This is an optimization exercise on Yosys and OpenROAD, whose aim is small area, not a production implementation. The RTL was checked by simulation tests, not by an equivalence proof against the original design.

==> flow/design.v (outline; a module is shown in full before it is edited, if it fits) <==
// module dct_butterfly: 56 lines
// module dct_pair_buffer: 48 lines
// module dct_even_odd_mac: 2402 lines
// module dct_1d_top: 42 lines
module dct_1d_top (
	input  logic    clk,
	input  logic    rst,
	input  logic    in_valid,
	input  dct_types_pkg::sample_t in_sample,
	output logic         out_valid,
	output dct_ctrl_pkg::sample_idx_t  out_index,
	output dct_types_pkg::coef_t        out_coef
);
  // ...
==> flow/run.sh <==
#!/bin/bash
# synth_recipe.tcl (not shown) runs the flow's synth.tcl, then flattens the netlist and writes it again
# the make line also repeats each setting of config.mk as NAME=value (left out here)
make -C /OpenROAD-flow-scripts/flow DESIGN_CONFIG=/design/flow/config.mk WORK_HOME=/design/flow/orfs CLKGATE_MAP_FILE= SYNTH_SCRIPT=/design/flow/synth_recipe.tcl finish
==> flow/config.mk <==
export PLATFORM = sky130hd
export DESIGN_NAME = dct_1d_top
export DESIGN_NICKNAME = dct_1d_top
export VERILOG_FILES = /design/flow/design.v
export SDC_FILE = /design/flow/constraint.sdc
export NUM_CORES = 4
export LEC_CHECK = 0
export CAP_MARGIN = 20
export CORE_MARGIN = 2
export CORE_UTILIZATION = 40
export SLEW_MARGIN = 20
==> flow/constraint.sdc <==
create_clock -name core_clock -period 8.0 [get_ports {clk}]
set_input_delay 1.6000 -clock core_clock [delete_from_list [all_inputs] [get_ports {clk}]]
set_output_delay 1.6000 -clock core_clock [all_outputs]
set_load 0.01 [all_outputs]
==> flow_summary.ini, run 1 <==
[timing]
fmax_ghz = 0.132

[clocking]
clk_pin_slew_worst_paths_ps = 60

[cells_and_area]
area.sequential_mm2 = 0.0129
multi_input_area_share_pct = 50.4
n_fill_cell = 8145
portion_of_the_layout_cell_area_used_by_clock_cells_pct = 4.57
registers.top_by_ff_count = i_out.hold

[flow_run]
cap_violations = 0

[detailed_routing]
vias = 20291
detail_route.drc_violations = 0
wire_per_inst_um = 20.5

[global_route]
largest_net_degree_at_the_start_of_global_routing = 83
grt_first_pass_wirelength_um = 133000
vias_in_the_first_global_route = 21822
gr-total-overflow = 0

[min_path]
timing.hold.worst.class = reg2reg

[outcome]
run_status = no timing/DRC/antenna violations

[synthesis]
synth_simple_gate_area_share_pct = 6.03
synth_cells = 2887

[placement]
place_ws_ps = 452

[setup_path]
worst_setup_path_start_kind = register
slowest_stage_cell_crit_path = fa_1
==> inputs of run 2 (changes only) <==
--- a/flow/config.mk
+++ b/flow/config.mk
@@ -10,2 +10,4 @@
 export CORE_UTILIZATION = 40
+export CTS_CLUSTER_DIAMETER = 80
+export CTS_CLUSTER_SIZE = 30
 export SLEW_MARGIN = 20
==> run 2 against run 1 <==
Wire length decreased by 1.1%. Critical path depth unchanged. Global-route usage decreased by 0.29 points. Clock skew decreased by 4.4 ps. Synthesized area unchanged. Critical path type unchanged. Maximum frequency about the same. Still clean.
==> flow_summary.ini, run 2 <==
[cells_and_area]
layout.cells.most_common = inv_1
largest_reg_flops = 96
n_fill_cell = 8165
areaGrowthSynthToFinish_pct = 9.03
layout-drive-gt1-share_pct = 7.50
finalCoreUtilization_pct = 44.0
mostFrequentLayoutCells = 676 x inv_1, 533 x fa_1, 391 x edfxtp_1
registers.top_by_ff_count = i_out.hold
final_nets = 3723

[synthesis]
ys_seq_area_share_pct = 36.0
synth_cells = 2887
synth_warnings = 4
synth-edff-count = 391
syn_area_mm2 = 0.0358
yosys-top-cells-area = edfxtp_1 33%, fa_1 30%, ha_1 8.5%, inv_1 7.1%, dfxtp_1 2.6%
distinct_cell_type_count_after_synthesis = 74
post-synth-top-count-cell = inv_1
synth-main-ff-cell = edfxtp_1
syn_avg_cell_area_um2 = 12.4
synth_area_leader_cell = edfxtp_1
flip_flop_and_latch_count_after_synthesis = 446
synthArstFlopShare_pct = 2.02
synth.cells.most_frequent = 676 x inv_1, 533 x fa_1, 391 x edfxtp_1
synth_top_area_share_pct = 32.8
synthesis.nets = 3688

[setup_path]
worst_setup_path_start_kind = register
worst-path-max-fanout = 6
worst_r2r_startpoint = i_butterfly.pair_sum[17]
r2r_slack_ps = 430
path_common_cell = fa_1
data_arrival_time_at_the_worst_slack_endpoint_ps = 7980
reg2regPathDepth = 22
critical_path_max_stage_delay_ps = 550
path_class = reg2reg
critical_path.cell_chain = inv_1 > fa_1 > fa_1 > fa_1 > fa_1 > fa_1 > fa_1 > inv_1 > ha_1 > inv_1 > fa_1 > inv_1 > fa_1 > fa_1 > fa_1 > fa_1 > fa_1 > inv_1 > ha_1 > xor2_1 > xnor2_1 > xnor2_1
timing.critical_path.from = i_butterfly.pair_sum[17]
setup.worst_path.end_class = register
ff_to_ff_end = i_mac.s_x4[23]
slowest_stage_cell_crit_path = fa_1
required_ps = 8410

[floorplanning]
placement_rows = 109
design.die.area_mm2 = 0.0918
floorplan.initialDensity_pct = 40.4
top_level_ports = 51
core-area_mm2 = 0.0885
die_w_um = 303
dieHeight_um = 303

[timing]
timing.final.crit_period_ps = 7570
timing.clock.skew_ps = 31.6
finalSetupViolations = 0
rsz_0062_raised_after_global_routing = no
timing_max_transition_violations_final = 0
hold_violations = 0
slew_headroom_pct = 27.3
final.period_utilization_pct = 94.6
fmax_ghz = 0.132
tightest_slew_ps = 1090
fin_tns_setup_ps = 0

[clocking]
cts_resized = 0
cts-hold-fix-buffers = 0
cts_tree = done
clkLatencyLatePin_ps = 650
clk_pin_slew_worst_paths_ps = 100
postCtsSetupRepairBufs = 0
clock_buffers_created_by_tritoncts = 31
cts_max_level = 1
clock_tree.root_cell = clkbuf_16
sink_count = 446
cts_max_path_bufs = 3

[detailed_routing]
initialDrtViolationCount = 1317
vias = 20108
total_wire_length_um = 84200
drt.antenna.violating_nets = 0
wire_per_inst_um = 20.5
detail_route.vias_per_cell = 4.89
drt-pass1-iter-count = 22
detail_route.drc_violations = 0

[min_path]
timing.hold.worst.class = reg2reg
min_delay_src = i_mac.s_x4[7]
whs_endpoint = i_out.hold[0][5]
whs_path_depth = 0

[global_route]
antenna_violations_before_repair = 6
vias_in_the_first_global_route = 21595
gr-total-overflow = 0
track_usage_pct = 19.0
grt_first_pass_wirelength_um = 131000
largest_net_degree_at_the_start_of_global_routing = 83

[placement]
gp_congestion = 0.924
placement.io_buffers = 50
dp_hpwl_um = 66000

[flow_run]
cap_violations = 0

[outcome]
run_status = no timing/DRC/antenna violations
run 2: cell families after synthesis:
family | count (synthesis) | share of synthesized area [%]
adder cells (fa/ha/maj) | 777 | 38.4
buffers and inverters | 775 | 8.25
flip-flops | 446 | 36.0
AND/OR/NAND/NOR | 402 | 6.03
AO/OA/AOI/OAI | 255 | 5.06
XOR/XNOR | 151 | 3.70
multiplexers | 81 | 2.54
run 2: layer usage:
layer	global-route usage (%)	up-vias	routed length [um]	part of all wire (%)
met1	26.3	10253	37300	44
met5	0	-	0	0
met4	4.25	0	2010	2.4
li1	-	9257	-	-
met3	3.86	77	5410	6.4
met2	30.9	521	39500	47
run 2: worst max-delay path: cells and delay by family, from the launching register on:
family | cells | cell delay (ps)
adder cells (fa/ha/maj) | 14 | 5930
flip-flops | 1 | 540
buffers and inverters | 5 | 450
XOR/XNOR | 3 | 400
run 2: through the flow:
step	hold slack, ps	area, um2	setup slack (ps)	instances
after floorplan	408	35800	596	2887
after global placement	421	37700	494	4052
after detailed placement	430	37700	452	4052
after CTS	450	38900	393	4110
after global routing	462	39000	152	4112
final	447	39000	431	4114
run 2: layout make-up:
| cell class | count | area [um2] | area share, % |
|---|---|---|---|
| multi-input combinational | 1666 | 19900 | 51.2 |
| sequential | 446 | 12900 | 33.1 |
| inverter | 678 | 2540 | 6.53 |
| tap | 1165 | 1460 | 3.74 |
| timing repair buffer | 99 | 901 | 2.31 |
| clock buffer | 31 | 776 | 1.99 |
| clock inverter | 27 | 460 | 1.18 |
| antenna | 2 | 5.00 | 0.0128 |
run 2: how the worst max path moves through the flow:
stage,to,cells past startpoint
after floorplan,i_mac.s_x4[23],22
after global routing,i_mac.s_x4[23],22
after global placement,i_mac.s_x4[23],22
final,i_mac.s_x4[23],22
after detailed placement,i_mac.s_x4[23],22
after CTS,i_mac.s_x4[23],22
==> inputs of run 3 (changes only) <==
--- a/flow/config.mk
+++ b/flow/config.mk
@@ -9,5 +9,4 @@
 export CORE_MARGIN = 2
-export CORE_UTILIZATION = 40
-export CTS_CLUSTER_DIAMETER = 80
-export CTS_CLUSTER_SIZE = 30
+export CORE_UTILIZATION = 65
+export CTS_BUF_LIST = sky130_fd_sc_hd__clkbuf_4 sky130_fd_sc_hd__clkbuf_8
 export SLEW_MARGIN = 20
==> run 3 against run 2 <==
Still clean. Setup slack worse by 23 ps. Maximum frequency decreased by 0.31%. Hold slack worse by 14 ps. Flip-flop and latch count did not move. Clock skew is 5.3 ps higher. Critical path type unchanged. Synthesized area stayed put.
==> flow_summary.ini, run 3 <==
[detailed_routing]
detail_route.drc_violations = 0
total_wire_length_um = 88100
drt-pass1-iter-count = 6
wire_per_inst_um = 23.7
initialDrtViolationCount = 1769
drt.antenna.violating_nets = 0
detail_route.vias_per_cell = 5.71
vias = 21200

[floorplanning]
core-area_mm2 = 0.0541
design.die.area_mm2 = 0.0569
dieHeight_um = 239
placement_rows = 85
top_level_ports = 51
die_w_um = 239
floorplan.initialDensity_pct = 66.0

[global_route]
antenna_violations_before_repair = 6
gr-total-overflow = 0
largest_net_degree_at_the_start_of_global_routing = 150
track_usage_pct = 32.6
vias_in_the_first_global_route = 23130
grt_first_pass_wirelength_um = 135000

[clocking]
sink_count = 446
cts_tree = done
cts_max_path_bufs = 3
cts-hold-fix-buffers = 0
clkLatencyLatePin_ps = 680
postCtsSetupRepairBufs = 0
clock_tree.root_cell = clkbuf_8
clk_pin_slew_worst_paths_ps = 70
cts_max_level = 3
clock_buffers_created_by_tritoncts = 79
cts_resized = 0

[cells_and_area]
stdcell_count = 3715
n_fill_cell = 3756
layout.cells.most_common = inv_1
layout-drive-gt1-share_pct = 9.44
final_nets = 3759
areaGrowthSynthToFinish_pct = 8.41
largest_reg_flops = 96
mostFrequentLayoutCells = 676 x inv_1, 533 x fa_1, 391 x edfxtp_1
registers.top_by_ff_count = i_out.hold

[setup_path]
reg2regPathDepth = 22
r2r_slack_ps = 410
worst_r2r_startpoint = i_butterfly.pair_sum[16]
setup.worst_path.end_class = register
required_ps = 8420
worst-path-max-fanout = 6
ff_to_ff_end = i_mac.s_x4[23]
worst_setup_path_start_kind = register
data_arrival_time_at_the_worst_slack_endpoint_ps = 8010
path_class = reg2reg

[synthesis]
main_combinational_cell_family_by_area_after_synthesis = adder cells
ys_seq_area_share_pct = 36.0
synth_mux_area_share_pct = 2.54
synth_area_leader_cell = edfxtp_1
syn_avg_cell_area_um2 = 12.4
synthesis.nets = 3688
synth_warnings = 4
yosys-top-cells-area = edfxtp_1 33%, fa_1 30%, ha_1 8.5%, inv_1 7.1%, dfxtp_1 2.6%
synth_compound_area_share_pct = 5.06
synthXorXnorAreaFrac_pct = 3.70
synthArstFlopShare_pct = 2.02
area_share_of_fa_ha_maj_cells_after_synthesis_pct = 38.4
distinct_cell_type_count_after_synthesis = 74
synth_top_area_share_pct = 32.8
flip_flop_and_latch_count_after_synthesis = 446
post-synth-top-count-cell = inv_1
synth_simple_gate_area_share_pct = 6.03
synth_cells = 2887
syn_area_mm2 = 0.0358
synth-edff-count = 391
synth.cells.most_frequent = 676 x inv_1, 533 x fa_1, 391 x edfxtp_1
synth-main-ff-cell = edfxtp_1

[outcome]
run_status = no timing/DRC/antenna violations

[flow_run]
cap_violations = 0

[min_path]
whs_endpoint = i_out.hold[0][1]
timing.hold.worst.class = reg2reg
min_delay_src = i_mac.s_x4[3]
whs_path_depth = 0

[placement]
dp_hpwl_um = 68300
post_placement_cell_count = 3573
placement.io_buffers = 50
gp_congestion = 0.994

[timing]
timing.clock.skew_ps = 36.9
slew_headroom_pct = 28.1
timing_max_transition_violations_final = 0
fin_tns_setup_ps = 0
finalSetupViolations = 0
final.period_utilization_pct = 94.9
tightest_slew_ps = 1070
rsz_0062_raised_after_global_routing = no
timing.final.crit_period_ps = 7590
fmax_ghz = 0.132
hold_violations = 0
==> run 3: cell type report <==
cell class,count,area (um2),area share [%]
Multi-Input combinational cell,1666,19900,51.4
Sequential cell,446,12900,33.3
Tap cell,696,871,2.25
Inverter,678,2540,6.57
Antenna cell,1,2.50,0.00646
Clock buffer,111,1410,3.63
Clock inverter,30,297,0.765
Timing Repair Buffer,87,803,2.07
==> run 3: layer usage <==
metal	up-vias	share of wire, %	GRT usage (%)
met5	-	0	0
met4	0	4.6	13.9
met3	199	8.2	7.71
met2	929	48	52.5
met1	10729	39	42.9
li1	9343	-	-
==> run 3: worst max-delay path: stages (launching register included) <==
cell and delay [ps]:
dfxtp_1 520, inv_1 240, fa_1 480, fa_1 470
fa_1 470, fa_1 470, fa_1 540, fa_1 550
inv_1 40, ha_1 160, inv_1 70, fa_1 170
inv_1 60, fa_1 470, fa_1 480, fa_1 470
fa_1 470, fa_1 540, inv_1 40, ha_1 200
xor2_1 150, xnor2_1 140, xnor2_1 120
==> run 3: worst max-delay path by stage <==
stage                        startpoint        endpoint  slack [ps]
2_1_floorplan  i_butterfly.pair_sum[14]  i_mac.s_x4[23]         600
3_3_place_gp   i_butterfly.pair_sum[16]  i_mac.s_x4[23]         470
3_5_place_dp   i_butterfly.pair_sum[12]  i_mac.s_x4[23]         390
4_1_cts        i_butterfly.pair_sum[12]  i_mac.s_x4[23]         330
5_1_grt        i_butterfly.pair_sum[12]  i_mac.s_x4[23]          30
6_report       i_butterfly.pair_sum[16]  i_mac.s_x4[23]         410
==> run 3: kinds of logic (layout without fill, tap and decap cells) <==
family	Yosys count	after routing
simple gates	402	402
xor+xnor	151	151
buf+inv	775	906
mux	81	81
fa+ha+maj	777	777
other cells	0	1
compound gates	255	255
flops	446	446
==> run 3: through the flow <==
| step | util, % | area, um2 | hold slack (ps) | worst slack [ps] |
|---|---|---|---|---|
| floorplan | - | 35800 | 408 | 596 |
| global placement | 68.4 | 37100 | 421 | 469 |
| detailed placement | 68.5 | 37100 | 426 | 389 |
| CTS | 71.6 | 38800 | 438 | 329 |
| global route | 71.6 | 38800 | 453 | 32.7 |
| finish | 71.6 | 38800 | 433 | 408 |

## port drivers added, routing unchanged
No port has a modelled driver above. Below, the same layouts with a new extraction and two added sets of constraints. Step 1: set_driving_cell puts a clkbuf_16 on clk and a buf_2 on each other input, an assumption about the parent block. Step 2 times the ports against the registers' clock, not the clock port: input delays grow and output delays shrink by t, the midpoint of the rising clock arrivals with the driver on. a / b / c = no drivers / after step 1 / after step 2; a / b = the first two.
run	t, ns	setup slack, ns	clock arrival spread, ns	worst data-port slew with drivers (ns)
run 1	0.657	0.431 / 0.431 / 0.431	0.037 / 0.037	0.05
run 2	0.697	0.431 / 0.431 / 0.431	0.031 / 0.032	0.05
run 3	0.726	0.408 / 0.408 / 0.408	0.041 / 0.041	0.07
After both steps setup and hold are still met in every run listed.
